Background: an optimization exercise with open tools, aiming at small area, a short achievable clock period and few clock cycles per item. Do not read the settings as production practice. RTL that was checked went through simulation tests only; none was proved equivalent to the original. The RTL of run 5 was laid out without a check of its function.

[config.mk]
export PLATFORM = sky130hd
export DESIGN_NAME = aes128_round_seq
export DESIGN_NICKNAME = aes128_round_seq
export VERILOG_FILES = /design/flow/design.v
export SDC_FILE = /design/flow/constraint.sdc
export NUM_CORES = 4
export LEC_CHECK = 0
export CAP_MARGIN = 20
export CORE_MARGIN = 2
export CORE_UTILIZATION = 60
export SETUP_SLACK_MARGIN = 0.4
export SLEW_MARGIN = 20
export SYNTH_HIERARCHICAL = 1
[constraint.sdc]
create_clock -name core_clock -period 20.0 [get_ports {clk}]
set_input_delay 4.0000 -clock core_clock [delete_from_list [all_inputs] [get_ports {clk}]]
set_output_delay 4.0000 -clock core_clock [all_outputs]
set_load 0.01 [all_outputs]
[design.v]
package aes_pkg;
    localparam int BLK_W  = 128;
    localparam int AES_NR = 10;
endpackage
module aes_xor2 (input logic a, input logic b, output logic y);
    assign y = a ^ b;
endmodule
module aes_xnor2 (input logic a, input logic b, output logic y);
    assign y = ~(a ^ b);
endmodule
module aes_nand2 (input logic a, input logic b, output logic y);
    assign y = ~(a & b);
endmodule
module aes_nand3 (input logic a, input logic b, input logic c, output logic y);
    assign y = ~(a & b & c);
endmodule
module aes_xor8 (input logic [7:0] a, input logic [7:0] b, output logic [7:0] y);
    for (genvar i = 0; i < 8; i++) begin : g_x
        aes_xor2 u_x (.a(a[i]), .b(b[i]), .y(y[i]));
    end
endmodule
module aes_xor32 (input logic [31:0] a, input logic [31:0] b, output logic [31:0] y);
    for (genvar i = 0; i < 32; i++) begin : g_x
        aes_xor2 u_x (.a(a[i]), .b(b[i]), .y(y[i]));
    end
endmodule
module sub_bytes
(
    input  logic [7:0] din,
    output logic [7:0] dout
);
    logic T1, T2, T3, T4, T5, T6, T7, T8, T9, T10, T11, T12;
    logic T13, T14, T15, T16, T17, T18, T19, T20, T21, T22, T23, T24;
    logic T25, T26, T27, M1, M2, M3, M4, M5, M6, M7, M8, M9;
    logic M10, M11, M12, M13, M14, M15, M16, M17, M18, M19, M20, M21;
    logic M22, M23, M24, M25, M26, M27, M28, M29, M30, M32, M33, M35;
    logic M36, M37, M38, M39, M40, M41, M42, M43, M44, M45, M46, M47;
    logic M48, M49, M50, M51, M52, M53, M54, M55, M56, M57, M58, M59;
    logic M60, M61, M62, M63, L0, L1, L2, L3, L4, L5, L6, L7;
    logic L8, L9, L10, L11, L12, L13, L14, L15, L16, L17, L18, L19;
    logic L20, L21, L22, L23, L24, L25, L26, L27, L28, L29;
    aes_xor2 u_T1 (.a(din[7]), .b(din[4]), .y(T1));
    aes_xor2 u_T2 (.a(din[7]), .b(din[2]), .y(T2));
    aes_xor2 u_T3 (.a(din[7]), .b(din[1]), .y(T3));
    aes_xor2 u_T4 (.a(din[4]), .b(din[2]), .y(T4));
    aes_xor2 u_T5 (.a(din[3]), .b(din[1]), .y(T5));
    aes_xor2 u_T6 (.a(T1), .b(T5), .y(T6));
    aes_xor2 u_T7 (.a(din[6]), .b(din[5]), .y(T7));
    aes_xor2 u_T8 (.a(din[0]), .b(T6), .y(T8));
    aes_xor2 u_T9 (.a(din[0]), .b(T7), .y(T9));
    aes_xor2 u_T10 (.a(T6), .b(T7), .y(T10));
    aes_xor2 u_T11 (.a(din[6]), .b(din[2]), .y(T11));
    aes_xor2 u_T12 (.a(din[5]), .b(din[2]), .y(T12));
    aes_xor2 u_T13 (.a(T3), .b(T4), .y(T13));
    aes_xor2 u_T14 (.a(T6), .b(T11), .y(T14));
    aes_xor2 u_T15 (.a(T5), .b(T11), .y(T15));
    aes_xor2 u_T16 (.a(T5), .b(T12), .y(T16));
    aes_xor2 u_T17 (.a(T9), .b(T16), .y(T17));
    aes_xor2 u_T18 (.a(din[4]), .b(din[0]), .y(T18));
    aes_xor2 u_T19 (.a(T7), .b(T18), .y(T19));
    aes_xor2 u_T20 (.a(T1), .b(T19), .y(T20));
    aes_xor2 u_T21 (.a(din[1]), .b(din[0]), .y(T21));
    aes_xor2 u_T22 (.a(T7), .b(T21), .y(T22));
    aes_xor2 u_T23 (.a(T2), .b(T22), .y(T23));
    aes_xor2 u_T24 (.a(T2), .b(T10), .y(T24));
    aes_xor2 u_T25 (.a(T20), .b(T17), .y(T25));
    aes_xor2 u_T26 (.a(T3), .b(T16), .y(T26));
    aes_xor2 u_T27 (.a(T1), .b(T12), .y(T27));
    aes_nand2 u_M1 (.a(T13), .b(T6), .y(M1));
    aes_nand2 u_M2 (.a(T23), .b(T8), .y(M2));
    aes_xnor2 u_M3 (.a(T14), .b(M1), .y(M3));
    aes_nand2 u_M4 (.a(T19), .b(din[0]), .y(M4));
    aes_xor2 u_M5 (.a(M4), .b(M1), .y(M5));
    aes_nand2 u_M6 (.a(T3), .b(T16), .y(M6));
    aes_nand2 u_M7 (.a(T22), .b(T9), .y(M7));
    aes_xnor2 u_M8 (.a(T26), .b(M6), .y(M8));
    aes_nand2 u_M9 (.a(T20), .b(T17), .y(M9));
    aes_xor2 u_M10 (.a(M9), .b(M6), .y(M10));
    aes_nand2 u_M11 (.a(T1), .b(T15), .y(M11));
    aes_nand2 u_M12 (.a(T4), .b(T27), .y(M12));
    aes_xor2 u_M13 (.a(M12), .b(M11), .y(M13));
    aes_nand2 u_M14 (.a(T2), .b(T10), .y(M14));
    aes_xor2 u_M15 (.a(M14), .b(M11), .y(M15));
    aes_xnor2 u_M16 (.a(M3), .b(M2), .y(M16));
    aes_xor2 u_M17 (.a(M5), .b(T24), .y(M17));
    aes_xnor2 u_M18 (.a(M8), .b(M7), .y(M18));
    aes_xor2 u_M19 (.a(M10), .b(M15), .y(M19));
    aes_xor2 u_M20 (.a(M16), .b(M13), .y(M20));
    aes_xor2 u_M21 (.a(M17), .b(M15), .y(M21));
    aes_xor2 u_M22 (.a(M18), .b(M13), .y(M22));
    aes_xor2 u_M23 (.a(M19), .b(T25), .y(M23));
    aes_xor2 u_M24 (.a(M22), .b(M23), .y(M24));
    aes_nand2 u_M25 (.a(M22), .b(M20), .y(M25));
    aes_xnor2 u_M26 (.a(M21), .b(M25), .y(M26));
    aes_xor2 u_M27 (.a(M20), .b(M21), .y(M27));
    aes_xnor2 u_M28 (.a(M23), .b(M25), .y(M28));
    aes_nand2 u_M29 (.a(M28), .b(M27), .y(M29));
    aes_nand2 u_M30 (.a(M26), .b(M24), .y(M30));
    aes_nand3 u_M32 (.a(M27), .b(M20), .c(M23), .y(M32));
    aes_xnor2 u_M33 (.a(M27), .b(M25), .y(M33));
    aes_nand3 u_M35 (.a(M24), .b(M21), .c(M22), .y(M35));
    aes_xnor2 u_M36 (.a(M24), .b(M25), .y(M36));
    aes_xnor2 u_M37 (.a(M21), .b(M29), .y(M37));
    aes_xnor2 u_M38 (.a(M32), .b(M33), .y(M38));
    aes_xnor2 u_M39 (.a(M23), .b(M30), .y(M39));
    aes_xnor2 u_M40 (.a(M35), .b(M36), .y(M40));
    aes_xor2 u_M41 (.a(M38), .b(M40), .y(M41));
    aes_xor2 u_M42 (.a(M37), .b(M39), .y(M42));
    aes_xor2 u_M43 (.a(M37), .b(M38), .y(M43));
    aes_xor2 u_M44 (.a(M39), .b(M40), .y(M44));
    aes_xor2 u_M45 (.a(M42), .b(M41), .y(M45));
    aes_nand2 u_M46 (.a(M44), .b(T6), .y(M46));
    aes_nand2 u_M47 (.a(M40), .b(T8), .y(M47));
    aes_nand2 u_M48 (.a(M39), .b(din[0]), .y(M48));
    aes_nand2 u_M49 (.a(M43), .b(T16), .y(M49));
    aes_nand2 u_M50 (.a(M38), .b(T9), .y(M50));
    aes_nand2 u_M51 (.a(M37), .b(T17), .y(M51));
    aes_nand2 u_M52 (.a(M42), .b(T15), .y(M52));
    aes_nand2 u_M53 (.a(M45), .b(T27), .y(M53));
    aes_nand2 u_M54 (.a(M41), .b(T10), .y(M54));
    aes_nand2 u_M55 (.a(M44), .b(T13), .y(M55));
    aes_nand2 u_M56 (.a(M40), .b(T23), .y(M56));
    aes_nand2 u_M57 (.a(M39), .b(T19), .y(M57));
    aes_nand2 u_M58 (.a(M43), .b(T3), .y(M58));
    aes_nand2 u_M59 (.a(M38), .b(T22), .y(M59));
    aes_nand2 u_M60 (.a(M37), .b(T20), .y(M60));
    aes_nand2 u_M61 (.a(M42), .b(T1), .y(M61));
    aes_nand2 u_M62 (.a(M45), .b(T4), .y(M62));
    aes_nand2 u_M63 (.a(M41), .b(T2), .y(M63));
    aes_xor2 u_L0 (.a(M61), .b(M62), .y(L0));
    aes_xor2 u_L1 (.a(M50), .b(M56), .y(L1));
    aes_xor2 u_L2 (.a(M46), .b(M48), .y(L2));
    aes_xor2 u_L3 (.a(M47), .b(M55), .y(L3));
    aes_xor2 u_L4 (.a(M54), .b(M58), .y(L4));
    aes_xor2 u_L5 (.a(M49), .b(M61), .y(L5));
    aes_xnor2 u_L6 (.a(M62), .b(L5), .y(L6));
    aes_xnor2 u_L7 (.a(M46), .b(L3), .y(L7));
    aes_xor2 u_L8 (.a(M51), .b(M59), .y(L8));
    aes_xor2 u_L9 (.a(M52), .b(M53), .y(L9));
    aes_xnor2 u_L10 (.a(M53), .b(L4), .y(L10));
    aes_xnor2 u_L11 (.a(M60), .b(L2), .y(L11));
    aes_xor2 u_L12 (.a(M48), .b(M51), .y(L12));
    aes_xnor2 u_L13 (.a(M50), .b(L0), .y(L13));
    aes_xor2 u_L14 (.a(M52), .b(M61), .y(L14));
    aes_xnor2 u_L15 (.a(M55), .b(L1), .y(L15));
    aes_xnor2 u_L16 (.a(M56), .b(L0), .y(L16));
    aes_xnor2 u_L17 (.a(M57), .b(L1), .y(L17));
    aes_xnor2 u_L18 (.a(M58), .b(L8), .y(L18));
    aes_xnor2 u_L19 (.a(M63), .b(L4), .y(L19));
    aes_xor2 u_L20 (.a(L0), .b(L1), .y(L20));
    aes_xor2 u_L21 (.a(L1), .b(L7), .y(L21));
    aes_xor2 u_L22 (.a(L3), .b(L12), .y(L22));
    aes_xor2 u_L23 (.a(L18), .b(L2), .y(L23));
    aes_xor2 u_L24 (.a(L15), .b(L9), .y(L24));
    aes_xor2 u_L25 (.a(L6), .b(L10), .y(L25));
    aes_xor2 u_L26 (.a(L7), .b(L9), .y(L26));
    aes_xor2 u_L27 (.a(L8), .b(L10), .y(L27));
    aes_xor2 u_L28 (.a(L11), .b(L14), .y(L28));
    aes_xor2 u_L29 (.a(L11), .b(L17), .y(L29));
    aes_xor2 u_S0 (.a(L6), .b(L24), .y(dout[7]));
    aes_xnor2 u_S1 (.a(L16), .b(L26), .y(dout[6]));
    aes_xnor2 u_S2 (.a(L19), .b(L28), .y(dout[5]));
    aes_xor2 u_S3 (.a(L6), .b(L21), .y(dout[4]));
    aes_xor2 u_S4 (.a(L20), .b(L22), .y(dout[3]));
    aes_xor2 u_S5 (.a(L25), .b(L29), .y(dout[2]));
    aes_xnor2 u_S6 (.a(L13), .b(L27), .y(dout[1]));
    aes_xnor2 u_S7 (.a(L6), .b(L23), .y(dout[0]));
endmodule
import aes_pkg::*;
module shift_rows
(
    input  logic [BLK_W-1:0] din,
    output logic [BLK_W-1:0] dout
);
    always_comb begin
        dout = '0;
        for (int c = 0; c < 4; c++) begin
            for (int r = 0; r < 4; r++) begin
                dout[127 - 8*(r + 4*c) -: 8] = din[127 - 8*(r + 4*((c + r) % 4)) -: 8];
            end
        end
    end
endmodule
import aes_pkg::*;
module aes_key_step
(
    input  logic [BLK_W-1:0] key_in,
    input  logic [7:0]       rc,
    output logic [BLK_W-1:0] key_out
);
    logic [31:0] w0, w1, w2, w3;
    logic [31:0] w0r;
    logic [31:0] sub_w;
    logic [31:0] n0, n1, n2, n3;
    assign w0 = key_in[127:96];
    assign w1 = key_in[95:64];
    assign w2 = key_in[63:32];
    assign w3 = key_in[31:0];
    sub_bytes u_sb0 (.din(w3[23:16]), .dout(sub_w[31:24]));
    sub_bytes u_sb1 (.din(w3[15:8]),  .dout(sub_w[23:16]));
    sub_bytes u_sb2 (.din(w3[7:0]),   .dout(sub_w[15:8]));
    sub_bytes u_sb3 (.din(w3[31:24]), .dout(sub_w[7:0]));
    aes_xor8 u_rc (.a(w0[31:24]), .b(rc), .y(w0r[31:24]));
    assign w0r[23:0] = w0[23:0];
    logic [31:0] p1, p2, p3;
    aes_xor32 u_p1 (.a(w0r), .b(w1), .y(p1));
    aes_xor32 u_p2 (.a(p1),  .b(w2), .y(p2));
    aes_xor32 u_p3 (.a(p2),  .b(w3), .y(p3));
    aes_xor32 u_n0 (.a(w0r), .b(sub_w), .y(n0));
    aes_xor32 u_n1 (.a(p1),  .b(sub_w), .y(n1));
    aes_xor32 u_n2 (.a(p2),  .b(sub_w), .y(n2));
    aes_xor32 u_n3 (.a(p3),  .b(sub_w), .y(n3));
    assign key_out = {n0, n1, n2, n3};
endmodule
import aes_pkg::*;
module aes_mc_byte
(
    input  logic [7:0] p,
    input  logic [7:0] b,
    input  logic [7:0] c,
    output logic [7:0] y
);
    logic [7:0] bc;
    logic [7:0] xt;
    aes_xor8 u_bc (.a(b), .b(c), .y(bc));
    assign xt[0] = p[7];
    assign xt[2] = p[1];
    assign xt[5] = p[4];
    assign xt[6] = p[5];
    assign xt[7] = p[6];
    aes_xor2 u_x1 (.a(p[0]), .b(p[7]), .y(xt[1]));
    aes_xor2 u_x3 (.a(p[2]), .b(p[7]), .y(xt[3]));
    aes_xor2 u_x4 (.a(p[3]), .b(p[7]), .y(xt[4]));
    aes_xor8 u_y (.a(xt), .b(bc), .y(y));
endmodule
module aes_mix_column
(
    input  logic [31:0] din,
    output logic [31:0] dout
);
    logic [7:0] a0, a1, a2, a3;
    logic [7:0] p01, p12, p23, p30;
    assign a0 = din[31:24];
    assign a1 = din[23:16];
    assign a2 = din[15:8];
    assign a3 = din[7:0];
    aes_xor8 u_p01 (.a(a0), .b(a1), .y(p01));
    aes_xor8 u_p12 (.a(a1), .b(a2), .y(p12));
    aes_xor8 u_p23 (.a(a2), .b(a3), .y(p23));
    aes_xor8 u_p30 (.a(a3), .b(a0), .y(p30));
    aes_mc_byte u_b0 (.p(p01), .b(a1), .c(p23), .y(dout[31:24]));
    aes_mc_byte u_b1 (.p(p12), .b(a2), .c(p30), .y(dout[23:16]));
    aes_mc_byte u_b2 (.p(p23), .b(a3), .c(p01), .y(dout[15:8]));
    aes_mc_byte u_b3 (.p(p30), .b(a0), .c(p12), .y(dout[7:0]));
endmodule
module aes128_round_seq
#(
    parameter int CNT_W = 32,
    parameter int NR    = 10
) (
    input  logic               clk,
    input  logic               rst,
    input  logic               in_valid,
    output logic               in_ready,
    input  logic [BLK_W-1:0]   in_text,
    input  logic [BLK_W-1:0]   in_key,
    output logic               out_valid,
    input  logic               out_ready,
    output logic [BLK_W-1:0]   out_data,
    output logic               busy
);
    function automatic logic [7:0] rcon(input logic [3:0] idx);
        case (idx)
            4'd1:    rcon = 8'h01;
            4'd2:    rcon = 8'h02;
            4'd3:    rcon = 8'h04;
            4'd4:    rcon = 8'h08;
            4'd5:    rcon = 8'h10;
            4'd6:    rcon = 8'h20;
            4'd7:    rcon = 8'h40;
            4'd8:    rcon = 8'h80;
            4'd9:    rcon = 8'h1b;
            4'd10:   rcon = 8'h36;
            default: rcon = 8'h00;
        endcase
    endfunction
    if (NR != AES_NR || CNT_W < 1) begin : g_bad_cfg
        $error("aes128_round_seq: NR must be 10 and CNT_W at least 1");
    end
    logic [BLK_W-1:0] st_q, st_d;
    logic [BLK_W-1:0] key_q, key_d;
    logic [BLK_W-1:0] out_q, out_d;
    logic       busy_q, busy_d;     
    logic [3:0] rnd_q, rnd_d;       
    logic       ov_q, ov_d;         
    logic       rdy_q, rdy_d;       
    logic       hold_q, hold_d;     
    logic [BLK_W-1:0] ark;
    logic [BLK_W-1:0] sr;
    logic [BLK_W-1:0] mc;
    logic [BLK_W-1:0] nk;
    logic [BLK_W-1:0] ct;
    for (genvar i = 0; i < 4; i++) begin : g_ark
        aes_xor32 u_ark (.a(st_q[32*i +: 32]), .b(key_q[32*i +: 32]), .y(ark[32*i +: 32]));
    end
    for (genvar c = 0; c < 4; c++) begin : g_col
        for (genvar r = 0; r < 4; r++) begin : g_row
            sub_bytes u_sb (
                .din  (ark[127 - 8*(r + 4*((c + r) % 4)) -: 8]),
                .dout (sr[127 - 8*(r + 4*c) -: 8])
            );
        end
    end
    for (genvar i = 0; i < 4; i++) begin : g_mc
        aes_mix_column u_mc (.din(sr[32*i +: 32]), .dout(mc[32*i +: 32]));
    end
    aes_key_step u_key_step (
        .key_in  (key_q),
        .rc      (rcon(rnd_q)),
        .key_out (nk)
    );
    for (genvar i = 0; i < 4; i++) begin : g_ct
        aes_xor32 u_ct (.a(sr[32*i +: 32]), .b(nk[32*i +: 32]), .y(ct[32*i +: 32]));
    end
    logic last;        
    logic fin;         
    logic take;        
    logic step;        
    assign last     = busy_q && (rnd_q == 4'd10);
    assign fin      = last && !ov_q;
    assign take     = rdy_q && in_valid;
    assign step     = !rdy_q && !hold_q;
    assign st_d  = ({BLK_W{rdy_q}}  & in_text)
                 | ({BLK_W{hold_q}} & st_q)
                 | ({BLK_W{step}}   & mc);
    assign key_d = ({BLK_W{rdy_q}}  & in_key)
                 | ({BLK_W{hold_q}} & key_q)
                 | ({BLK_W{step}}   & nk);
    logic out_load;
    logic out_keep;
    assign out_load = fin && !rst;
    assign out_keep = !fin && !out_ready && !rst;
    assign out_d = ({BLK_W{out_load}} & ct) | ({BLK_W{out_keep}} & out_q);
    always_comb begin
        busy_d = take || (busy_q && !fin);
        rnd_d  = take ? 4'd1 : (busy_q && !last) ? rnd_q + 4'd1 : rnd_q;
        ov_d   = fin || (ov_q && !out_ready);
        rdy_d  = !busy_d || ((rnd_d == 4'd10) && !ov_d);
        hold_d = busy_d && (rnd_d == 4'd10) && ov_d;
    end
    always_ff @(posedge clk) begin
        st_q  <= st_d;
        key_q <= key_d;
        out_q <= out_d;
    end
    always_ff @(posedge clk or posedge rst) begin
        if (rst) begin
            busy_q <= 1'b0;
            rnd_q  <= 4'd0;
            ov_q   <= 1'b0;
            rdy_q  <= 1'b1;
            hold_q <= 1'b0;
        end else begin
            busy_q <= busy_d;
            rnd_q  <= rnd_d;
            ov_q   <= ov_d;
            rdy_q  <= rdy_d;
            hold_q <= hold_d;
        end
    end
    assign in_ready  = rdy_q;
    assign out_valid = ov_q;
    assign busy      = busy_q;
    assign out_data  = out_q;
endmodule
[flow/run.sh]
#!/bin/bash
set -euo pipefail
PORTBUF="BUFFER_PORTS_ARGS=-buffer_cell sky130_fd_sc_hd__buf_1"
bash standard.sh SETUP_SLACK_MARGIN=13.5 "$PORTBUF" cts > flow_make_cts.log 2>&1
bash standard.sh "$PORTBUF" finish > flow_make_finish.log 2>&1
[standard.sh]
#!/bin/bash
# synth_recipe.tcl (not shown) runs the flow's synth.tcl, then flattens the netlist and writes it again
# the make line also repeats each setting of config.mk as NAME=value (left out here)
make -C /OpenROAD-flow-scripts/flow DESIGN_CONFIG=/design/flow/config.mk WORK_HOME=/design/flow/orfs CLKGATE_MAP_FILE= SYNTH_SCRIPT=/design/flow/synth_recipe.tcl "${@:-finish}"
==> results of run 1 <==
cells in the final DEF (no fill, tap or decap), types with 28 or more instances in the layout:
cell type / Yosys / layout
a22oi_1: 256 / 256
nand3_1: 40 / 40
xor2_1: 2280 / 2153
nand2_1: 1119 / 1119
a22o_1: 129 / 129
clkbuf_16: 0 / 50
xnor2_1: 522 / 470
dfxtp_1: 384 / 383
buf_4: 1 / 28
xnor2_2: 0 / 52
xor2_2: 0 / 125
buf_1: 6 / 390
registers in the layout (all words and copies together) (netlist names):
name	count
hold_q	1
key_q	128
busy_q	1
st_q	128
rnd_q	4
rdy_q	1
ov_q	1
out_q	128
critical path, delay by kind of cell (launching register included):
family / cells / cell delay [ns]
XOR/XNOR: 17 / 5.64
flip-flops: 1 / 0.43
AND/OR/NAND/NOR: 5 / 0.61
modules after synthesis (local to each module, per instance), a selection:
module	copies in the design	cells	flip-flops and latches	cell area, um2
aes128_round_seq	1	1454	392	13800
aes_nand2	600	1	0	3.75
aes_nand3	40	1	0	5.00
aes_xnor2	520	1	0	8.76
aes_xor2	2280	1	0	8.76
per-stage QoR:
stage	cell area [um2]	setup WS (ns)	utilization	hold slack (ns)
2_1_floorplan	40700	14.31	-	0.457
3_3_place_gp	43100	12.88	0.641	0.460
3_5_place_dp	43100	12.95	0.641	0.462
4_1_cts	46100	13.41	0.686	0.479
5_1_grt	46100	12.74	0.687	0.490
6_report	46100	13.25	0.687	0.476
timing repair:
item,CTS,global route
setup buffers,6,0
endpoints found under the setup margin,148,0
hold endpoints to repair,0,0
hold buffers,0,0
gates resized for setup,167,0
area by class of cell:
class / count / area [um2] / area share
clock inverters: 22 / 334 / 0.00724
well taps: 873 / 1090 / 0.0237
repair buffers: 421 / 1730 / 0.0374
clock buffers: 64 / 1390 / 0.0302
flip-flops and latches: 392 / 7900 / 0.171
multi-input cells: 4380 / 33600 / 0.729
inverters: 6 / 22.5 / 0.000488
diodes: 4 / 10.0 / 0.000217
cell families after synthesis:
logic type,share of synthesized area
xor gates and xnor gates,0.602
muxes,0.000246
buffers and inverters,0.0145
DFF,0.194
adders and majority gates,0.00184
and+or+nand+nor,0.111
AOI/OAI and AO/OA,0.0767
metal layers:
metal  wire [um]  part of all wire  up-vias  GRT usage
met4        8930             0.062        0      0.222
li1            -                 -    16100          -
met2       63000              0.44     1405      0.616
met1       59900              0.42    16600      0.524
met5           0                 0        -          0
met3       11100             0.077      274     0.0638
worst paths after layout:
kind / endpoint / cells after the start
min in group asynchronous: rnd_q[1] / 2
worst min register to register: out_q[92] / 1
worst max register to register: st_q[20] / 22
worst max-delay path: st_q[20] / 22
worst min-delay path: out_q[92] / 1
max in group asynchronous: rdy_q / 2
==> impl_results.md, run 1 <==
- Drt wl/cell: roughly 23 um
- Startpoint Class: flip-flop
- Synth Flop Type: dfxtp_1
- Number of max-cap violations: 0
- Setup violators final: 0
- Largest net degree at the start of global routing: about 210
- Async SR Flop Fraction: 0.0204
- Clock tree buffer depth: 3
- Cell Count Post-Placement: 6065
- Worst Tran Pin Value: ~1.2 ns
- Area Overhead vs Synth: 13.2%
- # DRC: 0
- Vias in the first global route: about 33000
- Crit-path cells: xor2_1 > xor2_1 > xor2_2 > xor2_1 > nand2_1 > xor2_1 > xor2_1 > xor2_1 > xor2_1 > nand3_1 > xnor2_1 > xor2_1 > xor2_1 > nand2_1 > xor2_1 > xor2_1 > xor2_2 > xor2_1 > xor2_1 > xor2_1 > nand2_1 > nand2_1
- Dpl hpwl: approximately 110 mm
- Setup crit end kind: flip-flop
- Setup tns final: 0 ns
- Final Wtd Congestion: about 1
- Worst-path clk slew: 0.06 ns
- Synth area leader: xor2_1
- Hold Vio Cnt, Final: 0
- CP startpoint: st_q[73]
- Critical Path AT: 7.29 ns
- CP max stage cell: xor2_1
- Top cell by count, worst path: xor2_1
- Mean area per synthesized cell: 8.32 um2
- Routed WL: 143 mm
- Core area: between 0.06 and 0.07 mm2
- Via/cell ratio: 5.58
- Site Rows: 95
- Beginning of the worst hold path: out_q[92]
- RSZ-0062 raised after global routing: false
- Fin nets: 5515
- Slowest stage delay, CP: 0.46 ns
- Slew headroom: 0.173
- Share of post-route cells with drive strength above 1: 0.0564
- Number of distinct library cells after synthesis: 34
- CTS H-Tree Depth: 2
- 1st-iter DRT viols: approximately 3000
- Synth Cell Area: 0.0407 mm2
- CP max FO: 5
- Maximum operating frequency: around 0.15 GHz
- GRT Overall Usage: 0.396
- Seq/Total Area, Yosys: 0.194
- Status: no timing/DRC/antenna violations
- Syn_nets: 5160
- Synthesized flop and latch total: between 300 and 400
- Antenna-violating nets left: 0
- Slew Limit Fails: 0
- Cells after Synth: 4894
- Fin crit period: ~6.7 ns
- Vias: about 34000
- Post-synth EDFFs: 0
- Finished Layout Cells: 6162
- CP Data Required Time: 20.54 ns
- Top Ports: 391
- Top cells by count, synth: xor2_1, nand2_1, xnor2_1, dfxtp_1, a22oi_1
- CTS buffer count: 48
- Final worst path period share: 0.337
- WS Path Type: reg -> reg
- Die Width: 265 um
- First-pass GRT wire length: around 210 mm
- Reg-to-reg slack, setup: roughly 13 ns
- Top cells by area, synth: xor2_1, dfxtp_1, xnor2_1
- First-pass DRT Iterations: 6
- Clk sinks: 392
- CTS tree: built
- Die ar.: between 0.06 and 0.07 mm2
- Min-delay worst type: reg -> reg
- Synth Warn #: 7
- Chip height: 265 um
- Final Skew: 0.0226 ns
- Skew-Pair Late Insertion Delay: between 0.6 and 0.7 ns
- Fill cells: 5835
- Top-area cell type share of the netlist area: 0.490
- Initial core utilization: 0.607
- Top-count cell post-synth: xor2_1
- R2r startpoint: st_q[73]
- Initial antenna violation count: 4
- Root Driver: clkbuf_16
- Global route overflow: 0
- # port buffers: 390
Testbench counts, summed over its fixed seeds: cycles 20,496, items 2,048.
==> inputs of run 2 (changes only) <==
--- a/config.mk
+++ b/config.mk
@@ -8,6 +8,9 @@
 export CAP_MARGIN = 20
 export CORE_MARGIN = 2
 export CORE_UTILIZATION = 60
+export CTS_BUF_LIST = sky130_fd_sc_hd__clkbuf_8 sky130_fd_sc_hd__clkbuf_16
+export CTS_CLUSTER_DIAMETER = 60
+export CTS_CLUSTER_SIZE = 20
 export SETUP_SLACK_MARGIN = 0.4
 export SLEW_MARGIN = 20
 export SYNTH_HIERARCHICAL = 1
==> run 2 against run 1 <==
First-iteration DRC count fell by 8.5%. Synthesized area stayed put. Flip-flop and latch count is the same. Cell area shrank 0.34%. Synthesized cell count did not move. Register-to-register slack worse by 0.02 ns. Global-route usage is 0.28 points lower. Non-clock buffer count increased by 3. Critical path depth is 1 lower. Sequential share of layout area is 0.059 points higher.
==> impl_results.md, run 2 <==
- Final worst path period share: 0.338 (+0.00111)
- Status: no timing/DRC/antenna violations
- Via/cell ratio: 5.56 (-0.34%)
- Top cells by area, synth: xor2_1, dfxtp_1, xnor2_1
- Number of max-cap violations: 0 (unchanged)
- GRT Overall Usage: 0.394 (-0.00282)
- Die Width: 265 um (unchanged)
- Cell Area, Placed: 0.0431 mm2 (unchanged)
- Synth Flop Type: dfxtp_1
- Fin crit period: 6.77 ns (+0.0221 ns)
- Async SR Flop Fraction: 0.0204 (unchanged)
- 1st-iter DRT viols: 2719 (-8.5%)
- Synthesized flop and latch total: 392 (unchanged)
- Setup violators final: 0 (unchanged)
- CTS H-Tree Depth: 2 (unchanged)
- Critical Path AT: 7.32 ns (+0.03 ns)
- Maximum operating frequency: 0.148 GHz (-0.33%)
- # port buffers: 390 (unchanged)
- R2r startpoint: key_q[37]
- Beginning of the worst hold path: out_q[88]
- Dpl hpwl: 114 mm (unchanged)
- Root Driver: clkbuf_16
- First-pass DRT Iterations: 7 (+1)
- Skew-Pair Late Insertion Delay: 0.61 ns (about the same)
- Antenna-violating nets left: 0 (unchanged)
- Synth area leader: xor2_1
- Hold Vio Cnt, Final: 0 (unchanged)
- Drt wl/cell: 23.1 um (-0.63%)
- CTS tree: built
- Initial core utilization: 0.607 (unchanged)
- Most frequent cells in the layout: xor2_1, nand2_1, xnor2_1
- Post-synth EDFFs: 0 (unchanged)
- Die ar.: 0.0700 mm2 (unchanged)
- Reg2Reg Capture Point: st_q[20]
- CP Data Required Time: 20.55 ns (about the same)
- First-pass GRT wire length: 208 mm (-0.58%)
- Syn_nets: 5160 (unchanged)
- Vias: 34300 (-0.40%)
- Hold Crit Endpoint: out_q[88]
- Worst r2r path cells: 21 (-4.5%)
- Clock tree buffer depth: 3 (unchanged)
- Final Instance Area: 0.0460 mm2 (-0.34%)
- Setup crit end kind: flip-flop
- CP max FO: 4 (-1)
- Worst-path clk slew: 0.08 ns (+0.02 ns)
- Finished Layout Cells: 6158 (-0.065%)
- Top cells by count, synth: xor2_1, nand2_1, xnor2_1, dfxtp_1, a22oi_1
- Slowest stage delay, CP: 0.61 ns (+0.15 ns)
- Min-delay worst type: reg -> reg
- Top Ports: 391 (unchanged)
- CTS buffer count: 44 (-8.3%)
- Vias in the first global route: 33400 (-0.033%)
- Largest net degree at the start of global routing: 208 (unchanged)
- Seq/Total Area, Yosys: 0.194 (unchanged)
- Startpoint Class: flip-flop
- Global route overflow: 0 (unchanged)
- Leading registers by flop count: key_q: 128 flops, out_q: 128 flops, st_q: 128 flops
- Chip height: 265 um (unchanged)
- Final setup margin: 13.23 ns (-0.0221 ns)
- Fin nets: 5514 (-0.018%)
- Reg-to-reg slack, setup: 13.23 ns (-0.02 ns)
- Cell Count Post-Placement: 6065 (unchanged)
- Hold_buf cts: 0 (unchanged)
- Hold Path Stages: 1 (unchanged)
- Area Overhead vs Synth: 12.8%
- Setup tns final: 0 ns (unchanged)
- Synth Cell Area: 0.0407 mm2 (unchanged)
- Site Rows: 95 (unchanged)
- Setup WS pre-CTS: 12.95 ns (unchanged)
- Crit-path cells: xor2_1 > xor2_1 > xor2_1 > xor2_1 > nand2_1 > xor2_1 > xor2_1 > xor2_1 > xor2_1 > nand3_1 > xnor2_1 > xor2_1 > xor2_1 > nand2_1 > xnor2_1 > xor2_1 > xor2_1 > xor2_1 > xor2_1 > nand2_1 > nand2_1
- Crit path max-delay family: XOR/XNOR gates
- # DRC: 0 (unchanged)
- Slew headroom: 0.139 (-0.0346)
- CP bufs+invs: 0 (unchanged)
- Fill cells: 5877 (+0.72%)
- Clk sinks: 392 (unchanged)
- Synth Warn #: 7 (unchanged)
- Commonest non-fill, non-tap cell in the layout: xor2_1
- CP max stage cell: xor2_1
- Number of distinct library cells after synthesis: 34 (unchanged)
- Share of post-route cells with drive strength above 1: 0.0557 (-0.000715)
- RSZ-0062 raised after global routing: false
- Final Skew: 0.0257 ns (+0.00308 ns)
- Top-count cell post-synth: xor2_1
- WS Path Type: reg -> reg
- Top-area cell type share of the netlist area: 0.490 (unchanged)
- Core area: 0.0672 mm2 (unchanged)
- Final Wtd Congestion: 1.03 (unchanged)
- Top cell by count, worst path: xor2_1
- Slew Limit Fails: 0 (unchanged)
- Cells after Synth: 4894 (unchanged)
- Mean area per synthesized cell: 8.32 um2 (unchanged)
- Worst Tran Pin Value: 1.29 ns (+0.0466 ns)
- Routed WL: 142 mm (-0.70%)
- Initial antenna violation count: 4 (unchanged)
-- run 2: cell counts after synthesis --
Identical to the previous run, type by type.
-- run 2: worst reg2reg max path: stages, from the launching register on --
cell and delay [ns]:
dfxtp_1 0.41, xor2_1 0.61, xor2_1 0.51, xor2_1 0.37
xor2_1 0.34, nand2_1 0.11, xor2_1 0.17, xor2_1 0.19
xor2_1 0.41, xor2_1 0.32, nand3_1 0.14, xnor2_1 0.36
xor2_1 0.31, xor2_1 0.21, nand2_1 0.13, xnor2_1 0.49
xor2_1 0.61, xor2_1 0.30, xor2_1 0.20, xor2_1 0.32
nand2_1 0.10, nand2_1 0.09
-- run 2: worst max path at each step --
| stage | slack [ns] | start | cells after the start | endpoint |
|---|---|---|---|---|
| after floorplan | 14.31 | key_q[20] | 21 | st_q[47] |
| after global placement | 12.88 | st_q[76] | 22 | st_q[20] |
| after detailed placement | 12.95 | key_q[15] | 21 | st_q[95] |
| after CTS | 13.42 | key_q[4] | 22 | st_q[100] |
| after global routing | 12.78 | key_q[9] | 22 | st_q[84] |
| final | 13.23 | key_q[37] | 21 | st_q[20] |
-- run 2: Yosys stat by module (local to each module, per instance), a selection --
module	copies in the design	cell area [um2]
aes128_round_seq	1	13800
aes_nand3	40	5.00
aes_xor2	2280	8.76
aes_nand2	600	3.75
aes_xnor2	520	8.76
-- run 2: logic make-up (layout without fill, tap and decap cells) --
logic type / Yosys count / after routing / share of synthesized area
other cells: 0 / 4 / 0
buf+inv: 122 / 509 / 0.0145
fa+ha+maj: 6 / 6 / 0.00184
xor+xnor: 2802 / 2802 / 0.602
flops: 392 / 392 / 0.194
mux: 1 / 1 / 0.000246
simple gates: 1174 / 1174 / 0.111
compound gates: 397 / 397 / 0.0767
-- run 2: layer usage --
metal / part of all wire / track usage / vias up
met5: 0 / 0 / -
met4: 0.064 / 0.223 / 0
met3: 0.078 / 0.0633 / 297
met2: 0.44 / 0.610 / 1370
met1: 0.42 / 0.521 / 16400
li1: - / - / 16200
-- run 2: timing repair --
action                     4_1_cts  5_1_grt
buffers inserted                 9        0
setup endpoints to repair      149        0
gates resized for setup        162        0
-- run 2: through the flow --
stage	util	hold WS, ns
after floorplan	-	0.457
after global placement	0.641	0.460
after detailed placement	0.641	0.462
after CTS	0.684	0.480
after global routing	0.684	0.493
final	0.684	0.477
-- run 2: final cells by class --
type,count,area [um2],share of cell area
clock buffers,46,1140,0.0248
multi-input cells,4380,33600,0.731
repair buffers,424,1750,0.0380
diodes,4,10.0,0.000218
inverters,6,22.5,0.000490
clock inverters,33,449,0.00977
flip-flops and latches,392,7900,0.172
well taps,873,1090,0.0238
==> inputs of run 3 (changes only) <==
==> flow/run.sh (replaced) <==
#!/bin/bash
set -euo pipefail
PORTBUF="BUFFER_PORTS_ARGS=-buffer_cell sky130_fd_sc_hd__buf_1"
bash standard.sh SETUP_SLACK_MARGIN=13.5 "$PORTBUF" cts > flow_make_cts.log 2>&1
bash standard.sh SETUP_SLACK_MARGIN=13.25 "$PORTBUF" finish > flow_make_finish.log 2>&1
--- a/config.mk
+++ b/config.mk
@@ -8,9 +8,6 @@
 export CAP_MARGIN = 20
 export CORE_MARGIN = 2
 export CORE_UTILIZATION = 60
-export CTS_BUF_LIST = sky130_fd_sc_hd__clkbuf_8 sky130_fd_sc_hd__clkbuf_16
-export CTS_CLUSTER_DIAMETER = 60
-export CTS_CLUSTER_SIZE = 20
 export SETUP_SLACK_MARGIN = 0.4
 export SLEW_MARGIN = 20
 export SYNTH_HIERARCHICAL = 1
==> run 3 against run 2 <==
Wire length rose by 2.3%. Utilization up 3.0 points. Critical path depth fell by 2. Worst setup slack improved by 0.16 ns.
==> impl_results.md, run 3 <==
- Via/cell ratio: 5.60 (+0.60%)
- Final Skew: 0.0274 ns (+0.00175 ns)
- 1st-iter DRT viols: 3116 (+15%)
- Hold Crit Endpoint: out_q[92]
- Top cell by count, worst path: xor2_1
- Cells after Synth: 4894 (unchanged)
- Slew headroom: 0.227 (+0.0882)
- Core area: 0.0672 mm2 (unchanged)
- Min-delay worst type: reg -> reg
- CTS tree: built
- RSZ-0062 raised after global routing: true
- Synth Cell Area: 0.0407 mm2 (unchanged)
- Initial antenna violation count: 4 (unchanged)
- Top-count cell post-synth: xor2_1
- Number of max-cap violations: 0 (unchanged)
- R2r startpoint: key_q[20]
- Global route overflow: 0 (unchanged)
- Async SR Flop Fraction: 0.0204 (unchanged)
- Worst-path clk slew: 0.06 ns (-0.02 ns)
- Clock tree buffer depth: 3 (unchanged)
- Top cells by area, synth: xor2_1, dfxtp_1, xnor2_1
- Chip height: 265 um (unchanged)
- Final worst path period share: 0.330 (-0.00803)
- Drt wl/cell: 23.4 um (+1.4%)
- Dpl hpwl: 114 mm (unchanged)
- Syn_nets: 5160 (unchanged)
- Crit-path cells: xor2_1 > xor2_1 > xor2_1 > nand2_1 > xor2_1 > xor2_1 > xor2_1 > xor2_1 > nand2_1 > xnor2_1 > xor2_1 > nand2_1 > xor2_1 > xnor2_2 > xor2_2 > buf_4 > xor2_1 > xor2_1 > a22o_1
- # DRC: 0 (unchanged)
- Area Overhead vs Synth: 17.7%
- CP Data Required Time: 20.50 ns (-0.05 ns)
- Final setup margin: 13.39 ns (+0.161 ns)
- Vias in the first global route: 33500 (+0.033%)
- Vias: 34800 (+1.5%)
- Slowest stage delay, CP: 0.78 ns (+0.17 ns)
- Startpoint Class: flip-flop
- CP max stage cell: xor2_2
- Hold Path Stages: 1 (unchanged)
- Initial core utilization: 0.607 (unchanged)
- Slew Limit Fails: 0 (unchanged)
- Die Width: 265 um (unchanged)
- Reg-to-reg slack, setup: 13.39 ns (+0.16 ns)
- First-pass DRT Iterations: 6 (-1)
- Status: no timing/DRC/antenna violations
- CP max FO: 6 (+2)
- Post-synth EDFFs: 0 (unchanged)
- Synthesized flop and latch total: 392 (unchanged)
- Top Ports: 391 (unchanged)
- First-pass GRT wire length: 209 mm (+0.58%)
- WS Path Type: reg -> reg
- Antenna-violating nets left: 0 (unchanged)
- Synth area leader: xor2_1
- Crit path max-delay family: XOR/XNOR gates
- Fin crit period: 6.61 ns (-0.161 ns)
- Synth Flop Type: dfxtp_1
- Routed WL: 145 mm (+2.3%)
- Top cells by count, synth: xor2_1, nand2_1, xnor2_1, dfxtp_1, a22oi_1
- GRT Overall Usage: 0.396 (+0.00282)
- Synth Warn #: 7 (unchanged)
- # port buffers: 390 (unchanged)
- Setup crit end kind: flip-flop
- CP bufs+invs: 1 (+1)
- Die ar.: 0.0700 mm2 (unchanged)
- Beginning of the worst hold path: out_q[92]
- Site Rows: 95 (unchanged)
- Leading registers by flop count: key_q: 128 flops, out_q: 128 flops, st_q: 128 flops
- Largest net degree at the start of global routing: 208 (unchanged)
- Hold Vio Cnt, Final: 0 (unchanged)
- Most frequent cells in the layout: xor2_1, nand2_1, xnor2_1
- Seq/Total Area, Yosys: 0.194 (unchanged)
- Root Driver: clkbuf_16
- Top-area cell type share of the netlist area: 0.490 (unchanged)
- Critical Path AT: 7.10 ns (-0.22 ns)
- Fin nets: 5566 (+0.94%)
- Final Wtd Congestion: 1.03 (unchanged)
- Number of distinct library cells after synthesis: 34 (unchanged)
- Hold_buf cts: 0 (unchanged)
- Maximum operating frequency: 0.151 GHz (+2.4%)
- Clk sinks: 392 (unchanged)
- Commonest non-fill, non-tap cell in the layout: xor2_1
- Skew-Pair Late Insertion Delay: 0.62 ns (about the same)
- CP startpoint: key_q[20]
- Mean area per synthesized cell: 8.32 um2 (unchanged)
- Share of post-route cells with drive strength above 1: 0.0963 (+0.0407)
- CTS H-Tree Depth: 2 (unchanged)
- Setup WS pre-CTS: 12.95 ns (unchanged)
- CTS buffer count: 48 (+9.1%)
- Setup tns final: 0 ns (unchanged)
- Worst r2r path cells: 19 (-9.5%)
- Reg2Reg Capture Point: out_q[63]
- Setup violators final: 0 (unchanged)
- Worst Tran Pin Value: 1.16 ns (-0.126 ns)
-- run 3: cell types whose count changed in the layout (fill, tap and decap cells not counted), moves of 6 or more --
| cell | change |
|---|---|
| bufinv_16 | +6 |
| clkbuf_8 | +8 |
| clkinv_8 | -8 |
| xnor2_4 | +9 |
| xnor2_2 | +30 |
| xor2_4 | +12 |
| inv_8 | -11 |
| xnor2_1 | -39 |
| buf_4 | +46 |
| xor2_2 | +114 |
| xor2_1 | -126 |
-- run 3: worst max path at each step --
stage	to	slack (ns)	cells after the start
detailed placement	st_q[95]	12.95	21
global route	st_q[99]	13.13	22
CTS	st_q[100]	13.41	22
floorplan	st_q[47]	14.31	21
finish	out_q[63]	13.39	19
global placement	st_q[20]	12.88	22
-- run 3: area by class of cell --
type	instances	area (um2)
fillers	5548	19200
inverters	6	22.5
flip-flops and latches	392	7900
multi-input cells	4380	35100
well taps	873	1090
clock inverters	22	334
repair buffers	472	2130
diodes	4	10.0
clock buffers	64	1390
-- run 3: metrics by stage --
stage	util	hold slack [ns]	instances	cell area, um2
floorplan	-	0.457	4894	40700
global placement	0.641	0.460	6065	43100
finish	0.714	0.476	6213	48000
detailed placement	0.641	0.462	6065	43100
global route	0.714	0.490	6213	48000
CTS	0.686	0.479	6157	46100
-- run 3: repair_timing --
action                                  CTS  global route
endpoints found under the setup margin  148           160
cloned                                    0             0
pin swaps                                 4            17
gates resized for setup                 167           185
buffers inserted                          6            51
-- run 3: modules after synthesis (local to each module, per instance), excerpt --
module	cell area, um2	cells inside	times used
aes128_round_seq	13800	1454	1
aes_nand2	3.75	1	600
aes_nand3	5.00	1	40
aes_xnor2	8.76	1	520
aes_xor2	8.76	1	2280
-- run 3: logic make-up after synthesis --
| group | count (synthesis) | synth area share |
|---|---|---|
| buf+inv | 122 | 0.0145 |
| compound gates | 397 | 0.0767 |
| flops | 392 | 0.194 |
| xor+xnor | 2802 | 0.602 |
| simple gates | 1174 | 0.111 |
| fa+ha+maj | 6 | 0.00184 |
| mux | 1 | 0.000246 |
-- run 3: metal layers --
metal,track usage,vias to the layer above,share of wire
li1,-,16100,-
met1,0.524,16800,0.41
met2,0.616,1507,0.44
met3,0.0638,305,0.083
met4,0.222,0,0.065
met5,0,-,0
==> inputs of run 4 (changes only) <==
==> flow/run.sh (replaced) <==
#!/bin/bash
set -euo pipefail
PORTBUF="BUFFER_PORTS_ARGS=-buffer_cell sky130_fd_sc_hd__buf_1"
bash standard.sh SETUP_SLACK_MARGIN=13.5 "$PORTBUF" cts > flow_make_cts.log 2>&1
bash standard.sh "$PORTBUF" finish > flow_make_finish.log 2>&1
--- a/config.mk
+++ b/config.mk
@@ -8,6 +8,9 @@
 export CAP_MARGIN = 20
 export CORE_MARGIN = 2
 export CORE_UTILIZATION = 60
+export CTS_BUF_LIST = sky130_fd_sc_hd__clkbuf_16
+export CTS_CLUSTER_DIAMETER = 100
+export CTS_CLUSTER_SIZE = 30
 export SETUP_SLACK_MARGIN = 0.4
 export SLEW_MARGIN = 20
 export SYNTH_HIERARCHICAL = 1
==> run 4 against run 3 <==
Flip-flop and latch count unchanged. Die area unchanged. Sequential share of layout area up 0.93 points. Worst setup slack worse by 0.16 ns. First-iteration DRC count down 2.2%. Highest routed layer is now met5. Utilization down 3.9 points. Non-clock buffer count down 50. Synthesized area unchanged. Final cell count down 1.4%.
==> impl_results.md, run 4 <==
- Status: no timing/DRC/antenna violations
- Site Rows: 95 (unchanged)
- Antenna-violating nets left: 0 (unchanged)
- Maximum operating frequency: 0.148 GHz (-2.3%)
- Synth area leader: xor2_1
- Reg2Reg Capture Point: st_q[20]
- Initial core utilization: 0.607 (unchanged)
- Startpoint Class: flip-flop
- Dpl hpwl: 114 mm (unchanged)
- GRT Overall Usage: 0.392 (-0.00472)
- RSZ-0062 raised after global routing: false
- CP max stage cell: xor2_1
- Top Ports: 391 (unchanged)
- Beginning of the worst hold path: out_q[38]
- Post-synth EDFFs: 0 (unchanged)
- Initial antenna violation count: 3 (-1)
- Slowest stage delay, CP: 0.63 ns (-0.15 ns)
- CP startpoint: st_q[36]
- Worst r2r path cells: 21 (+2)
- Synth Flop Type: dfxtp_1
- Clock tree buffer depth: 3 (unchanged)
- Worst Tran Pin Value: 1.28 ns (+0.121 ns)
- WS Path Type: reg -> reg
- Synth Cell Area: 0.0407 mm2 (unchanged)
- Largest net degree at the start of global routing: 208 (unchanged)
- Skew-Pair Late Insertion Delay: 0.63 ns (about the same)
- Setup crit end kind: flip-flop
- Syn_nets: 5160 (unchanged)
- Final Wtd Congestion: 1.03 (unchanged)
- Hold slack: 0.487 ns (+0.0112 ns)
- Final Skew: 0.0390 ns (+0.0116 ns)
- Slew Limit Fails: 0 (unchanged)
- Root Driver: clkbuf_16
- Hold Vio Cnt, Final: 0 (unchanged)
- First-pass GRT wire length: 207 mm (-0.96%)
- Vias: 34100 (-1.9%)
- # DRC: 0 (unchanged)
- Commonest non-fill, non-tap cell in the layout: xor2_1
- Number of distinct library cells after synthesis: 34 (unchanged)
- Synthesized flop and latch total: 392 (unchanged)
- Critical Path AT: 7.32 ns (+0.22 ns)
- Mean area per synthesized cell: 8.32 um2 (unchanged)
- Most frequent cells in the layout: xor2_1, nand2_1, xnor2_1
- Core area: 0.0672 mm2 (unchanged)
- Seq/Total Area, Yosys: 0.194 (unchanged)
- CTS H-Tree Depth: 1 (-1)
- Routed WL: 142 mm (-2.5%)
- Crit-path cells: xor2_1 > xor2_2 > xor2_1 > xor2_1 > nand2_1 > xor2_1 > xor2_1 > xor2_1 > xor2_1 > nand3_1 > xnor2_1 > xor2_1 > xor2_1 > nand2_1 > xnor2_1 > xor2_1 > xor2_1 > xor2_1 > xor2_1 > nand2_1 > nand2_1
- Min-delay worst type: reg -> reg
- First-pass DRT Iterations: 6 (unchanged)
- CTS tree: built
- Fin crit period: 6.77 ns (+0.157 ns)
- Clk sinks: 392 (unchanged)
- Top cells by count, synth: xor2_1, nand2_1, xnor2_1, dfxtp_1, a22oi_1
- Top-area cell type share of the netlist area: 0.490 (unchanged)
- Cells after Synth: 4894 (unchanged)
- Top cell by count, worst path: xor2_1
- CP max FO: 5 (-1)
- Die ar.: 0.0700 mm2 (unchanged)
- Share of post-route cells with drive strength above 1: 0.0511 (-0.0453)
- Chip height: 265 um (unchanged)
- Hold_buf cts: 0 (unchanged)
- Slew headroom: 0.142 (-0.0846)
- Post-layout util: 0.676 (-0.0385)
- Reg-to-reg slack, setup: 13.23 ns (-0.16 ns)
- Fin nets: 5494 (-1.3%)
- Hold Path Stages: 1 (unchanged)
- CTS buffer count: 26 (-46%)
- Drt wl/cell: 23.1 um (-1.1%)
- Hold Crit Endpoint: out_q[38]
- R2r startpoint: st_q[36]
- Via/cell ratio: 5.57 (-0.50%)
- Number of max-cap violations: 0 (unchanged)
- Leading registers by flop count: key_q: 128 flops, out_q: 128 flops, st_q: 128 flops
- Final worst path period share: 0.338 (+0.00784)
- Top-count cell post-synth: xor2_1
- Async SR Flop Fraction: 0.0204 (unchanged)
- Global route overflow: 0 (unchanged)
- Worst-path clk slew: 0.11 ns (+0.05 ns)
- Setup violators final: 0 (unchanged)
- Top cells by area, synth: xor2_1, dfxtp_1, xnor2_1
- Area Overhead vs Synth: 11.4%
- Die Width: 265 um (unchanged)
- Setup tns final: 0 ns (unchanged)
- # port buffers: 390 (unchanged)
- Synth Warn #: 7 (unchanged)
- Vias in the first global route: 33200 (-0.89%)
- 1st-iter DRT viols: 3046 (-2.2%)
- CP Data Required Time: 20.55 ns (+0.05 ns)
## run 4: cell counts after synthesis
No cell type changed its count.
## run 4: Yosys stat by module, one instance, submodules excluded, excerpt
module	times used	cells	area, um2
aes128_round_seq	1	1454	13800
aes_nand2	600	1	3.75
aes_nand3	40	1	5.00
aes_xnor2	520	1	8.76
aes_xor2	2280	1	8.76
## run 4: area by class of cell
| type | count | area, um2 |
|---|---|---|
| timing repair buffer | 422 | 1730 |
| tap | 873 | 1090 |
| multi-input combinational | 4380 | 33700 |
| antenna | 2 | 5.00 |
| clock buffer | 27 | 676 |
| sequential | 392 | 7900 |
| inverter | 6 | 22.5 |
| clock inverter | 21 | 289 |
| fill | 5946 | 21800 |
## run 4: how the worst max path moves through the flow
stage	end	cells after the start
2_1_floorplan	st_q[47]	21
3_3_place_gp	st_q[20]	22
3_5_place_dp	st_q[95]	21
4_1_cts	st_q[20]	21
5_1_grt	st_q[20]	22
6_report	st_q[20]	21
## run 4: what timing repair did
action                     in CTS  in global routing
setup buffers                   8                  0
gates resized for setup       170                  0
setup endpoints to repair     147                  0
## run 4: cells by family (layout without fill, tap and decap cells)
kind of cell	Yosys count	after routing	synth area share
XOR/XNOR	2802	2802	0.602
AND/OR/NAND/NOR	1174	1174	0.111
AO/OA/AOI/OAI	397	397	0.0767
flip-flops	392	392	0.194
buffers and inverters	122	476	0.0145
adder cells (fa/ha/maj)	6	6	0.00184
multiplexers	1	1	0.000246
other	0	2	0
## run 4: through the flow
| stage | instance area [um2] | setup WS [ns] | cells |
|---|---|---|---|
| floorplan | 40700 | 14.31 | 4894 |
| global route | 45400 | 12.77 | 6123 |
| global placement | 43100 | 12.88 | 6065 |
| finish | 45400 | 13.23 | 6123 |
| CTS | 45400 | 13.43 | 6121 |
| detailed placement | 43100 | 12.95 | 6065 |
## run 4: critical path, delay by kind of cell, from the launching register on
| kind | cells | cell delay, ns |
|---|---|---|
| DFF | 1 | 0.50 |
| xor gates and xnor gates | 16 | 5.60 |
| and+or+nand+nor | 5 | 0.57 |
## run 4: metal layers
layer	global-route usage	part of all wire	routed length, um
met1	0.524	0.42	59900
met3	0.0570	0.074	10500
met2	0.608	0.44	62000
met4	0.215	0.065	9140
met5	0	0.00013	18
==> inputs of run 5 (changes only) <==
--- a/design.v
+++ b/design.v
@@ -202,14 +202,10 @@
     sub_bytes u_sb3 (.din(w3[31:24]), .dout(sub_w[7:0]));
     aes_xor8 u_rc (.a(w0[31:24]), .b(rc), .y(w0r[31:24]));
     assign w0r[23:0] = w0[23:0];
-    logic [31:0] p1, p2, p3;
-    aes_xor32 u_p1 (.a(w0r), .b(w1), .y(p1));
-    aes_xor32 u_p2 (.a(p1),  .b(w2), .y(p2));
-    aes_xor32 u_p3 (.a(p2),  .b(w3), .y(p3));
     aes_xor32 u_n0 (.a(w0r), .b(sub_w), .y(n0));
-    aes_xor32 u_n1 (.a(p1),  .b(sub_w), .y(n1));
-    aes_xor32 u_n2 (.a(p2),  .b(sub_w), .y(n2));
-    aes_xor32 u_n3 (.a(p3),  .b(sub_w), .y(n3));
+    aes_xor32 u_n1 (.a(w1),  .b(n0),    .y(n1));
+    aes_xor32 u_n2 (.a(w2),  .b(n1),    .y(n2));
+    aes_xor32 u_n3 (.a(w3),  .b(n2),    .y(n3));
     assign key_out = {n0, n1, n2, n3};
 endmodule
 import aes_pkg::*;
@@ -319,28 +315,33 @@
         .rc      (rcon(rnd_q)),
         .key_out (nk)
     );
-    for (genvar i = 0; i < 4; i++) begin : g_ct
-        aes_xor32 u_ct (.a(sr[32*i +: 32]), .b(nk[32*i +: 32]), .y(ct[32*i +: 32]));
+    logic [95:0] srw;
+    for (genvar i = 0; i < 3; i++) begin : g_srw
+        aes_xor32 u_srw (.a(sr[32*i +: 32]), .b(key_q[32*i +: 32]), .y(srw[32*i +: 32]));
     end
+    aes_xor32 u_ct0 (.a(sr[127:96]), .b(nk[127:96]), .y(ct[127:96]));
+    aes_xor32 u_ct1 (.a(srw[95:64]), .b(nk[127:96]), .y(ct[95:64]));
+    aes_xor32 u_ct2 (.a(srw[63:32]), .b(nk[95:64]),  .y(ct[63:32]));
+    aes_xor32 u_ct3 (.a(srw[31:0]),  .b(nk[63:32]),  .y(ct[31:0]));
     logic last;        
     logic fin;         
     logic take;        
     logic step;        
+    logic out_fire;
     assign last     = busy_q && (rnd_q == 4'd10);
     assign fin      = last && !ov_q;
     assign take     = rdy_q && in_valid;
     assign step     = !rdy_q && !hold_q;
+    assign out_fire = ov_q && out_ready;
     assign st_d  = ({BLK_W{rdy_q}}  & in_text)
                  | ({BLK_W{hold_q}} & st_q)
                  | ({BLK_W{step}}   & mc);
     assign key_d = ({BLK_W{rdy_q}}  & in_key)
                  | ({BLK_W{hold_q}} & key_q)
                  | ({BLK_W{step}}   & nk);
-    logic out_load;
     logic out_keep;
-    assign out_load = fin && !rst;
     assign out_keep = !fin && !out_ready && !rst;
-    assign out_d = ({BLK_W{out_load}} & ct) | ({BLK_W{out_keep}} & out_q);
+    assign out_d = ({BLK_W{fin && !rst}} & ct) | ({BLK_W{out_keep}} & out_q);
     always_comb begin
         busy_d = take || (busy_q && !fin);
         rnd_d  = take ? 4'd1 : (busy_q && !last) ? rnd_q + 4'd1 : rnd_q;
==> run.sh (new file) <==
#!/bin/bash
# synth_recipe.tcl (not shown) runs the flow's synth.tcl, then flattens the netlist and writes it again
# the make line also repeats each setting of config.mk as NAME=value (left out here)
make -C /OpenROAD-flow-scripts/flow DESIGN_CONFIG=/design/flow/config.mk WORK_HOME=/design/flow/orfs CLKGATE_MAP_FILE= SYNTH_SCRIPT=/design/flow/synth_recipe.tcl finish
--- a/config.mk
+++ b/config.mk
@@ -7,10 +7,7 @@
 export LEC_CHECK = 0
 export CAP_MARGIN = 20
 export CORE_MARGIN = 2
-export CORE_UTILIZATION = 60
-export CTS_BUF_LIST = sky130_fd_sc_hd__clkbuf_16
-export CTS_CLUSTER_DIAMETER = 100
-export CTS_CLUSTER_SIZE = 30
+export CORE_UTILIZATION = 50
 export SETUP_SLACK_MARGIN = 0.4
 export SLEW_MARGIN = 20
 export SYNTH_HIERARCHICAL = 1
removed: flow/run.sh
removed: standard.sh
==> run 5 against run 4 <==
Critical path depth unchanged. Non-clock buffer count increased by 12. Utilization decreased by 8.6 points. Register-to-register slack got worse by 0.90 ns. Clock skew decreased by 0.0011 ns. Critical path type unchanged. Highest routed layer is now met4.
==> impl_results.md, run 5 <==
- CP startpoint: key_q[28]
- Vias in the first global route: 32700 (-1.5%)
- Final Skew: 0.0379 ns (-0.00110 ns)
- Startpoint Class: flip-flop
- Crit-path cells: xor2_1 > xor2_1 > xor2_1 > nand2_1 > xor2_1 > xor2_1 > xor2_1 > xor2_1 > nand3_1 > xnor2_1 > xor2_1 > xor2_1 > nand2_1 > xor2_1 > xor2_1 > xor2_1 > xor2_1 > xor2_1 > xor2_1 > xor2_1 > a22o_1
- First-pass DRT Iterations: 6 (unchanged)
- Top cells by count, synth: xor2_1, nand2_1, xnor2_1, dfxtp_1, a22oi_1
- Initial antenna violation count: 0 (-3)
- Share of post-route cells with drive strength above 1: 0.0262 (-0.0249)
- Via/cell ratio: 5.27 (-5.4%)
- CTS H-Tree Depth: 2 (+1)
- Fin nets: 5529 (+0.64%)
- Worst setup endpoint: out_q[3]
- Worst r2r path cells: 21 (unchanged)
- CP Data Required Time: 20.49 ns (-0.06 ns)
- Chip height: 289 um (+9.4%)
- Core area: 0.0805 mm2 (+20%)
- Commonest non-fill, non-tap cell in the layout: xor2_1
- Antenna-violating nets left: 0 (unchanged)
- Synthesized flop and latch total: 392 (unchanged)
- Synth Warn #: 7 (unchanged)
- Synth area leader: xor2_1
- First-pass GRT wire length: 209 mm (+1.2%)
- Hold Vio Cnt, Final: 0 (unchanged)
- Maximum operating frequency: 0.130 GHz (-12%)
- Fill cells: 7572 (+27%)
- Setup violators final: 0 (unchanged)
- Skew-Pair Late Insertion Delay: 0.63 ns (about the same)
- Root Driver: clkbuf_16
- CP max FO: 7 (+2)
- 1st-iter DRT viols: 2734 (-10%)
- Slew Limit Fails: 0 (unchanged)
- Critical Path AT: 8.16 ns (+0.84 ns)
- Number of distinct library cells after synthesis: 34 (unchanged)
- Most frequent cells in the layout: xor2_1, nand2_1, xnor2_1
- Synth Cell Area: 0.0407 mm2 (unchanged)
- Post_cts resized: 0 (-100%)
- CTS buffer count: 49 (+88%)
- Routed WL: 144 mm (+1.5%)
- R2r startpoint: key_q[28]
- GRT Overall Usage: 0.333 (-0.0587)
- Clk sinks: 392 (unchanged)
- Top cells by area, synth: xor2_1, dfxtp_1, xnor2_1
- Mean area per synthesized cell: 8.32 um2 (unchanged)
- Synth Flop Type: dfxtp_1
- CP max stage cell: xor2_1
- Fin crit period: 7.67 ns (+0.902 ns)
- Top Ports: 391 (unchanged)
- Worst-path clk slew: 0.06 ns (-0.05 ns)
- # DRC: 0 (unchanged)
- # port buffers: 390 (unchanged)
- Reg-to-reg slack, setup: 12.33 ns (-0.90 ns)
- Worst Tran Pin Value: 1.17 ns (-0.107 ns)
- Number of max-cap violations: 0 (unchanged)
- Reg2Reg Capture Point: out_q[3]
- RSZ-0062 raised after global routing: false
- Die ar.: 0.0838 mm2 (+20%)
- Largest net degree at the start of global routing: 189 (-9.1%)
- Area Overhead vs Synth: 16.6%
- Global route overflow: 0 (unchanged)
- Cells after Synth: 4894 (unchanged)
- Setup crit end kind: flip-flop
- Final worst path period share: 0.383 (+0.0451)
- Die Width: 289 um (+9.4%)
- Async SR Flop Fraction: 0.0204 (unchanged)
- Syn_nets: 5160 (unchanged)
- Setup tns final: 0 ns (unchanged)
- Site Rows: 104 (+9.5%)
- Initial core utilization: 0.506 (-0.101)
- Setup WS pre-CTS: 12.54 ns (-0.403 ns)
- Status: no timing/DRC/antenna violations
- CTS tree: built
- Hold_buf cts: 0 (unchanged)
- Post-CTS Setup Repair Bufs: 0 (-8)
- Drt wl/cell: 22.6 um (-2.4%)
- Top cell by count, worst path: xor2_1
- Top-area cell type share of the netlist area: 0.490 (unchanged)
- Post-synth EDFFs: 0 (unchanged)
- Top-count cell post-synth: xor2_1
- Slew headroom: 0.217 (+0.0751)
- WS Path Type: reg -> reg
- Slowest stage delay, CP: 0.92 ns (+0.29 ns)
- Dpl hpwl: 117 mm (+2.2%)
- Leading registers by flop count: key_q: 128 flops, out_q: 128 flops, st_q: 128 flops
- Min-delay worst type: reg -> reg
- Final Wtd Congestion: 1.00 (-2.7%)
- Final setup margin: 12.33 ns (-0.902 ns)
- Seq/Total Area, Yosys: 0.194 (unchanged)
- ANT cells: 0 (-2)
- Clock tree buffer depth: 3 (unchanged)
- Vias: 33500 (-1.7%)
## run 5: cell counts after synthesis
No cell type changed its count.
## run 5: layout make-up
type	instances	area (um2)	share of cell area
inverter	6	22.5	0.000474
sequential	392	7900	0.166
tap	1060	1330	0.0279
clock inverter	24	278	0.00585
multi-input combinational	4380	32300	0.680
timing repair buffer	434	4250	0.0894
clock buffer	68	1440	0.0303
## run 5: critical path: cells and delay by family, from the launching register on
| kind | cells | cell delay (ns) |
|---|---|---|
| AO/OA/AOI/OAI | 1 | 0.21 |
| XOR/XNOR | 17 | 6.36 |
| flip-flops | 1 | 0.61 |
| AND/OR/NAND/NOR | 3 | 0.36 |
## run 5: cell families after synthesis
logic type,after synthesis,share of synthesized area
fa+ha+maj,6,0.00184
compound gates,397,0.0767
simple gates,1174,0.111
xor+xnor,2802,0.602
mux,1,0.000246
flops,392,0.194
buf+inv,122,0.0145
## run 5: worst min path at each step
stage | cells after the start | endpoint | startpoint
floorplan | 2 | st_q[0] | st_q[0]
global placement | 1 | out_q[86] | out_q[86]
detailed placement | 1 | out_q[32] | out_q[32]
CTS | 1 | out_q[109] | out_q[109]
global route | 1 | out_q[66] | out_q[66]
finish | 1 | out_q[66] | out_q[66]
## run 5: per-module statistics from Yosys (local to each module, per instance), a selection
module            cell area, um2  cells  flops+latches
aes_xor2                    8.76      1              0
aes_xnor2                   8.76      1              0
aes_nand2                   3.75      1              0
aes_nand3                   5.00      1              0
aes128_round_seq           13800   1454            392
## run 5: through the flow
| stage | cell area [um2] | hold WS [ns] | instances | util |
|---|---|---|---|---|
| 2_1_floorplan | 40700 | 0.457 | 4894 | - |
| 3_3_place_gp | 45800 | 0.463 | 6272 | 0.568 |
| 3_5_place_dp | 45800 | 0.464 | 6272 | 0.568 |
| 4_1_cts | 47500 | 0.480 | 6364 | 0.590 |
| 5_1_grt | 47500 | 0.490 | 6364 | 0.590 |
| 6_report | 47500 | 0.477 | 6364 | 0.590 |
## run 5: per-layer routing
metal / GRT usage / up-vias / routed length [um]
li1: - / 16300 / -
met1: 0.462 / 16000 / 65700
met2: 0.529 / 1044 / 64000
met3: 0.0365 / 171 / 8100
met4: 0.127 / 0 / 5930
met5: 0 / - / 0

==> separate check: timing with driven ports <==
How much do the figures lean on ideal ports? The routed layouts below were timed once more, with nothing changed but the port constraints.
Step 1, drivers: a clkbuf_16 drives clk and a buf_2 each remaining input, both assumed.
Step 2 moves the port delays by t, midway between the first and last clock arrival at a register: inputs arrive t later, outputs are due t later. That takes back most of the time a late clock gives input paths.
Slacks: ideal ports / drivers / drivers and shift; pairs: ideal ports / drivers.
run | shift t [ns] | setup slack, ns | worst setup path after step 2
run 1 | 0.673 | 13.253 / 13.253 / 13.253 | register to register
run 2 | 0.664 | 13.231 / 13.231 / 13.231 | register to register
run 3 | 0.672 | 13.392 / 13.392 / 13.392 | register to register
run 4 | 0.677 | 13.235 / 13.235 / 13.235 | register to register
run 5 | 0.680 | 12.333 / 12.333 / 12.333 | register to register
After both steps every run listed still meets setup and hold.
